From an optimization exercise on the open Yosys and OpenROAD flow, aimed at small area and few clock cycles; shortcuts taken in it are not production practice.
RTL that was checked went through simulation tests only; none was proved equivalent to the original.
No activity file was given, so power comes from the tool's default toggle rates.

## the previous run
==> flow/design.v <==
package spq_pkg;
  localparam int DEPTH    = 16;
  localparam int KEY_BITS = 16;
  localparam int ID_BITS  = 16;
  localparam int OCC_BITS = 5;
  localparam int RANK_W   = 4;
  localparam logic [DEPTH-1:0] INJ_AT = 16'b1001_0100_1001_0100;
endpackage
module spq_cell (
  input  logic                         do_ins,
  input  logic                         pend,
  input  logic [spq_pkg::RANK_W-1:0]   pend_level,
  input  logic [spq_pkg::OCC_BITS-1:0] count,
  input  logic [spq_pkg::KEY_BITS-1:0] new_key_n,
  input  logic [spq_pkg::KEY_BITS-1:0] key,
  input  logic [spq_pkg::RANK_W-1:0]   level,
  input  logic                         raised,
  output logic                         free,
  output logic                         at_count,
  output logic                         below,
  output logic [spq_pkg::RANK_W-1:0]   level_next
);
  logic                       held;
  logic                       step;
  logic                       lv_lt;
  logic                       lv_eq;
  logic [spq_pkg::RANK_W-1:0] level_now;
  logic [spq_pkg::KEY_BITS/2:0] ge;
  logic                         ge_b0;
  assign ge[0] = 1'b1;
  assign ge_b0 = key[0] | new_key_n[0];
  assign ge[1] = (key[1] & new_key_n[1]) | (key[1] & ge_b0) | (new_key_n[1] & ge_b0);
  for (genvar j = 1; j < spq_pkg::KEY_BITS / 2; j++) begin : g_cmp
    spq_ge2 u_ge2 (
      .a   (key[2*j+1:2*j]),
      .b_n (new_key_n[2*j+1:2*j]),
      .ci  (ge[j]),
      .co  (ge[j+1])
    );
  end
  always_comb begin
    lv_lt = 1'b0;
    lv_eq = 1'b1;
    for (int j = spq_pkg::RANK_W - 1; j >= 0; j--) begin
      lv_lt = lv_lt || (lv_eq && !level[j] && count[j]);
      lv_eq = lv_eq && (level[j] == count[j]);
    end
  end
  assign held       = pend || count[spq_pkg::OCC_BITS-1] || lv_lt;
  assign free       = !held;
  assign at_count   = lv_eq;
  assign below      = do_ins && held && !ge[spq_pkg::KEY_BITS/2];
  assign step       = raised || (do_ins && !held && at_count);
  assign level_now  = pend ? pend_level : level;
  assign level_next = level_now + spq_pkg::RANK_W'(step);
endmodule
module spq_ge2 (
  input  logic [1:0] a,
  input  logic [1:0] b_n,
  input  logic       ci,
  output logic       co
);
  logic m;
  assign m  = (a[0] & b_n[0]) | (a[0] & ci) | (b_n[0] & ci);
  assign co = (a[1] & b_n[1]) | (a[1] & m) | (b_n[1] & m);
endmodule
module sorted_priority_queue (
  input  logic          clk,
  input  logic          rst,
  input  logic          cmd_valid,
  output logic          cmd_ready,
  input  logic [32:0]   cmd,
  output logic          res_valid,
  input  logic          res_ready,
  output logic [22:0]   res
);
  localparam int N = spq_pkg::DEPTH;
  logic [spq_pkg::OCC_BITS-1:0] count;
  logic [1:0]                   kind;
  logic                         res_free;
  logic                         accept;
  logic                         is_ins;
  logic                         is_full;
  logic                         is_empty;
  logic                         can_ins;
  logic                         do_ins;
  logic                         do_rm;
  logic [N-1:0]                 free;
  logic [N-1:0]                 below;
  logic [N-1:0]                 raised;
  logic [N-1:0]                 at_count;
  logic [N-1:0]                 inject;
  logic [N-1:0]                 pend_q;
  logic [spq_pkg::RANK_W-1:0]   n_below;
  logic [spq_pkg::RANK_W-1:0]   pend_level;
  logic [spq_pkg::KEY_BITS-1:0] key        [N];
  logic [spq_pkg::ID_BITS-1:0]  id         [N];
  logic [spq_pkg::RANK_W-1:0]   level      [N];
  logic [spq_pkg::RANK_W-1:0]   level_next [N];
  logic [spq_pkg::ID_BITS-1:0]  removed_id;
  always_comb begin
    inject  = '0;
    can_ins = 1'b0;
    for (int i = 0; i < N; i++) begin
      if (spq_pkg::INJ_AT[i]) begin
        inject[i] = free[i] && !can_ins;
        can_ins   = can_ins || free[i];
      end
    end
  end
  assign res_free  = !res_valid || res_ready;
  assign is_ins    = !cmd[32];
  assign is_full   = count[spq_pkg::OCC_BITS-1];
  assign is_empty  = (count == '0);
  assign cmd_ready = res_free && (!is_ins || is_full || can_ins);
  assign accept    = cmd_valid && cmd_ready;
  assign do_ins    = accept && is_ins && !is_full;
  assign do_rm     = accept && !is_ins && !is_empty;
  always_comb begin
    n_below = '0;
    for (int i = 0; i < N; i++) n_below = n_below + spq_pkg::RANK_W'(raised[i]);
  end
  assign pend_level = spq_pkg::RANK_W'(count) - 1'b1 - n_below;
  for (genvar i = 0; i < N; i++) begin : g_cell
    localparam int NX = (i + 1) % N;
    logic pend;
    if (spq_pkg::INJ_AT[(i + N - 1) % N]) begin : g_pend
      assign pend = pend_q[i];
    end else begin : g_nopend
      assign pend = 1'b0;
    end
    spq_cell u_cell (
      .do_ins     (do_ins),
      .pend       (pend),
      .pend_level (pend_level),
      .count      (count),
      .new_key_n  (~cmd[31:16]),
      .key        (key[i]),
      .level      (level[i]),
      .raised     (raised[i]),
      .free       (free[i]),
      .below      (below[i]),
      .at_count   (at_count[i]),
      .level_next (level_next[i])
    );
    always_ff @(posedge clk) begin
      level[NX]  <= level_next[i];
      raised[NX] <= below[i];
    end
    if (spq_pkg::INJ_AT[i]) begin : g_inj
      always_ff @(posedge clk) begin
        if (do_ins && inject[i]) begin
          key[NX] <= cmd[31:16];
          id[NX]  <= cmd[15:0];
        end else begin
          key[NX] <= key[i];
          id[NX]  <= id[i];
        end
      end
    end else begin : g_pass
      always_ff @(posedge clk) begin
        key[NX] <= key[i];
        id[NX]  <= id[i];
      end
    end
  end
  always_ff @(posedge clk) begin
    for (int i = 0; i < N; i++) begin
      pend_q[(i + 1) % N] <= !rst && do_ins && inject[i];
    end
  end
  always_comb begin
    removed_id = '0;
    for (int i = 0; i < N; i++) begin
      if (at_count[i]) removed_id = removed_id | id[i];
    end
  end
  assign res = {kind[1] && !kind[0], kind[0] && !kind[1],
                (&kind) ? removed_id : spq_pkg::ID_BITS'(0), count};
  always_ff @(posedge clk) begin
    if (rst) begin
      count     <= '0;
      res_valid <= 1'b0;
    end else begin
      if (do_ins) count <= count + 1'b1;
      if (do_rm)  count <= count - 1'b1;
      if (accept) begin
        res_valid <= 1'b1;
      end else if (res_ready) begin
        res_valid <= 1'b0;
      end
    end
  end
  always_ff @(posedge clk) begin
    if (accept) begin
      kind <= is_ins ? {is_full, 1'b0} : {!is_empty, 1'b1};
    end
  end
endmodule
==> flow/config.mk <==
export PLATFORM = sky130hd
export DESIGN_NAME = sorted_priority_queue
export DESIGN_NICKNAME = sorted_priority_queue
export VERILOG_FILES = /design/flow/design.v
export SDC_FILE = /design/flow/constraint.sdc
export NUM_CORES = 4
export LEC_CHECK = 0
export CAP_MARGIN = 20
export CORE_MARGIN = 2
export CORE_UTILIZATION = 60
export CTS_CLUSTER_DIAMETER = 100
export CTS_CLUSTER_SIZE = 30
export SLEW_MARGIN = 20
==> flow/constraint.sdc <==
create_clock -name core_clock -period 5.0 [get_ports {clk}]
set_input_delay 1.0000 -clock core_clock [delete_from_list [all_inputs] [get_ports {clk}]]
set_output_delay 1.0000 -clock core_clock [all_outputs]
set_load 0.01 [all_outputs]
standard.sh (not shown) runs the stock make flow with config.mk's settings and CLKGATE_MAP_FILE= SYNTH_SCRIPT=/design/flow/synth_recipe.tcl, a recipe that flattens the netlist after the stock synthesis.
==> flow/flow/run.sh <==
#!/bin/bash
# The standard layout, with two changes: synthesis keeps spq_ge2, two
# bits of the key compare's borrow chain, as a module of its own until the
# netlist is flattened, so each step maps to a few small gates; and the
# smallest buffer goes on every input and output port in place of the one the
# resizer would pick. The make output goes to standard.log; ORFS's own step
# logs stay under orfs/logs.
set -euo pipefail
export SYNTH_KEEP_MODULES=spq_ge2
export BUFFER_PORTS_ARGS="-buffer_cell sky130_fd_sc_hd__buf_1"
bash standard.sh > standard.log 2>&1
For the current run, these inputs were changed with respect to the previous run:
==> flow/design.v, changed modules only <==
module spq_cell (
  input  logic                         do_ins,
  input  logic                         pend,
  input  logic [spq_pkg::RANK_W-1:0]   pend_level,
  input  logic [spq_pkg::OCC_BITS-1:0] count,
  input  logic [spq_pkg::KEY_BITS-1:0] new_key_n,
  input  logic [spq_pkg::KEY_BITS-1:0] key,
  input  logic [spq_pkg::RANK_W-1:0]   level,
  input  logic                         raised,
  output logic                         free,
  output logic                         at_count,
  output logic                         below,
  output logic [spq_pkg::RANK_W-1:0]   level_next
);
  logic                       held;
  logic                       step;
  logic                       lv_lt;
  logic                       lv_eq;
  logic [spq_pkg::RANK_W-1:0] level_now;
  logic [spq_pkg::KEY_BITS/2:0] ge;
  assign ge[0] = 1'b1;
  for (genvar j = 0; j < spq_pkg::KEY_BITS / 2; j++) begin : g_cmp
    spq_ge2 u_ge2 (
      .a   (key[2*j+1:2*j]),
      .b_n (new_key_n[2*j+1:2*j]),
      .ci  (ge[j]),
      .co  (ge[j+1])
    );
  end
  always_comb begin
    lv_lt = 1'b0;
    lv_eq = 1'b1;
    for (int j = spq_pkg::RANK_W - 1; j >= 0; j--) begin
      lv_lt = lv_lt || (lv_eq && !level[j] && count[j]);
      lv_eq = lv_eq && (level[j] == count[j]);
    end
  end
  assign held       = pend || count[spq_pkg::OCC_BITS-1] || lv_lt;
  assign free       = !held;
  assign at_count   = lv_eq;
  assign below      = do_ins && held && !ge[spq_pkg::KEY_BITS/2];
  assign step       = raised || (do_ins && !held && at_count);
  assign level_now  = pend ? pend_level : level;
  assign level_next = level_now + spq_pkg::RANK_W'(step);
endmodule
Notes after the runs:
- Proportion of synthesized area in mux cells delta for the current run relative to the previous run: 0.23 points lower
- On post-route cell area, the current run tracks the previous run almost exactly.
- Delta (the current run minus the previous run): share of the cycle needed by the critical path after routing grew by 1.4 points; total power held steady.
- Highest attainable clock frequency on the current run is down relative to the previous run.
Testbench counts of the current run, summed over its fixed seeds: cycles 25,354.
No functional check of the RTL was part of the previous run.

* * *

// sorted_priority_queue: RTL as listed in full above, without the edits since
Settings: LEC_CHECK=0, CAP_MARGIN=20, CORE_MARGIN=2, CORE_UTILIZATION=70, CTS_CLUSTER_DIAMETER=100, CTS_CLUSTER_SIZE=30, PLACE_DENSITY=0.8, SLEW_MARGIN=20; clock period 5.0 ns.
Scripts as last shown in full above: flow/flow/run.sh
Next try:
--- a/flow/design.v
+++ b/flow/design.v
@@ -4,14 +4,24 @@
   localparam int ID_BITS  = 16;
   localparam int OCC_BITS = 5;
   localparam int RANK_W   = 4;
   localparam logic [DEPTH-1:0] INJ_AT = 16'b1001_0100_1001_0100;
+  function automatic logic [DEPTH-1:0] inv_at(input logic [DEPTH-1:0] inj);
+    logic [DEPTH-1:0] inv;
+    inv[0] = 1'b0;
+    for (int i = 1; i < DEPTH; i++) inv[i] = inv[i-1] ^ inj[i-1];
+    inv_at = inv;
+  endfunction
+  localparam logic [DEPTH-1:0] INV_AT = inv_at(INJ_AT);
 endpackage
-module spq_cell (
+module spq_cell #(
+  parameter bit INV = 1'b0
+) (
   input  logic                         do_ins,
   input  logic                         pend,
   input  logic [spq_pkg::RANK_W-1:0]   pend_level,
   input  logic [spq_pkg::OCC_BITS-1:0] count,
+  input  logic [spq_pkg::KEY_BITS-1:0] new_key,
   input  logic [spq_pkg::KEY_BITS-1:0] new_key_n,
   input  logic [spq_pkg::KEY_BITS-1:0] key,
   input  logic [spq_pkg::RANK_W-1:0]   level,
   input  logic                         raised,
@@ -24,21 +34,25 @@
   logic                       step;
   logic                       lv_lt;
   logic                       lv_eq;
   logic [spq_pkg::RANK_W-1:0] level_now;
+  logic [spq_pkg::KEY_BITS-1:0] cmp_b_n;
   logic [spq_pkg::KEY_BITS/2:0] ge;
   logic                         ge_b0;
+  logic                         lt;
+  assign cmp_b_n = INV ? new_key : new_key_n;
   assign ge[0] = 1'b1;
-  assign ge_b0 = key[0] | new_key_n[0];
-  assign ge[1] = (key[1] & new_key_n[1]) | (key[1] & ge_b0) | (new_key_n[1] & ge_b0);
+  assign ge_b0 = INV ? (key[0] & cmp_b_n[0]) : (key[0] | cmp_b_n[0]);
+  assign ge[1] = (key[1] & cmp_b_n[1]) | (key[1] & ge_b0) | (cmp_b_n[1] & ge_b0);
   for (genvar j = 1; j < spq_pkg::KEY_BITS / 2; j++) begin : g_cmp
     spq_ge2 u_ge2 (
       .a   (key[2*j+1:2*j]),
-      .b_n (new_key_n[2*j+1:2*j]),
+      .b_n (cmp_b_n[2*j+1:2*j]),
       .ci  (ge[j]),
       .co  (ge[j+1])
     );
   end
+  assign lt = INV ? ge[spq_pkg::KEY_BITS/2] : !ge[spq_pkg::KEY_BITS/2];
   always_comb begin
     lv_lt = 1'b0;
     lv_eq = 1'b1;
     for (int j = spq_pkg::RANK_W - 1; j >= 0; j--) begin
@@ -48,9 +62,9 @@
   end
   assign held       = pend || count[spq_pkg::OCC_BITS-1] || lv_lt;
   assign free       = !held;
   assign at_count   = lv_eq;
-  assign below      = do_ins && held && !ge[spq_pkg::KEY_BITS/2];
+  assign below      = do_ins && held && lt;
   assign step       = raised || (do_ins && !held && at_count);
   assign level_now  = pend ? pend_level : level;
   assign level_next = level_now + spq_pkg::RANK_W'(step);
 endmodule
@@ -128,13 +142,16 @@
       assign pend = pend_q[i];
     end else begin : g_nopend
       assign pend = 1'b0;
     end
-    spq_cell u_cell (
+    spq_cell #(
+      .INV (spq_pkg::INV_AT[i])
+    ) u_cell (
       .do_ins     (do_ins),
       .pend       (pend),
       .pend_level (pend_level),
       .count      (count),
+      .new_key    (cmd[31:16]),
       .new_key_n  (~cmd[31:16]),
       .key        (key[i]),
       .level      (level[i]),
       .raised     (raised[i]),
@@ -143,19 +160,23 @@
       .at_count   (at_count[i]),
       .level_next (level_next[i])
     );
     always_ff @(posedge clk) begin
-      level[NX]  <= level_next[i];
+      if (rst) begin
+        level[NX] <= '1;
+      end else begin
+        level[NX] <= level_next[i];
+      end
       raised[NX] <= below[i];
     end
     if (spq_pkg::INJ_AT[i]) begin : g_inj
       always_ff @(posedge clk) begin
         if (do_ins && inject[i]) begin
-          key[NX] <= cmd[31:16];
-          id[NX]  <= cmd[15:0];
+          key[NX] <= cmd[31:16] ^ {spq_pkg::KEY_BITS{spq_pkg::INV_AT[NX]}};
+          id[NX]  <= cmd[15:0] ^ {spq_pkg::ID_BITS{spq_pkg::INV_AT[NX]}};
         end else begin
-          key[NX] <= key[i];
-          id[NX]  <= id[i];
+          key[NX] <= ~key[i];
+          id[NX]  <= ~id[i];
         end
       end
     end else begin : g_pass
       always_ff @(posedge clk) begin
@@ -171,9 +192,11 @@
   end
   always_comb begin
     removed_id = '0;
     for (int i = 0; i < N; i++) begin
-      if (at_count[i]) removed_id = removed_id | id[i];
+      if (at_count[i]) begin
+        removed_id = removed_id | (id[i] ^ {spq_pkg::ID_BITS{spq_pkg::INV_AT[i]}});
+      end
     end
   end
   assign res = {kind[1] && !kind[0], kind[0] && !kind[1],
                 (&kind) ? removed_id : spq_pkg::ID_BITS'(0), count};
Worst hold slack hardly moves.
Global-route usage stays flat.
Final cell count climbs by 9.7%.
Sequential cell count stays the same.
Maximum frequency rises by 1.1%.
Final area stays flat.
Total power goes down by about 26%.
Testbench counts after the change, summed over its fixed seeds: cycles 25,354.
Only the layout flow was run in the first run of this note; the RTL was not checked for function there.

## what the ideal ports hide
The results above use ideal ports. As a check the final layouts listed here were re-extracted and re-timed, cells and wires unchanged.
Step 1 assumes that a clkbuf_16 drives the clock port and a buf_2 every other input.
Step 2 also shifts input and output timing later by t, the mid clock arrival at the registers, as if the neighbouring blocks saw the same clock.
a / b / c = no drivers / after step 1 / after step 2; a / b = the first two.
run	t, ns	setup slack, ns	worst hold slack (ns)
the previous run	0.632	0.299 / 0.299 / 0.299	0.345 / 0.345 / 0.345
the current run	0.632	0.229 / 0.229 / 0.229	0.351 / 0.351 / 0.351
the first run of note 2	0.642	0.164 / 0.164 / 0.164	0.343 / 0.343 / 0.343
the second run of note 2	0.629	0.216 / 0.211 / 0.216	0.340 / 0.340 / 0.340
After both steps setup and hold are still met in every run listed.
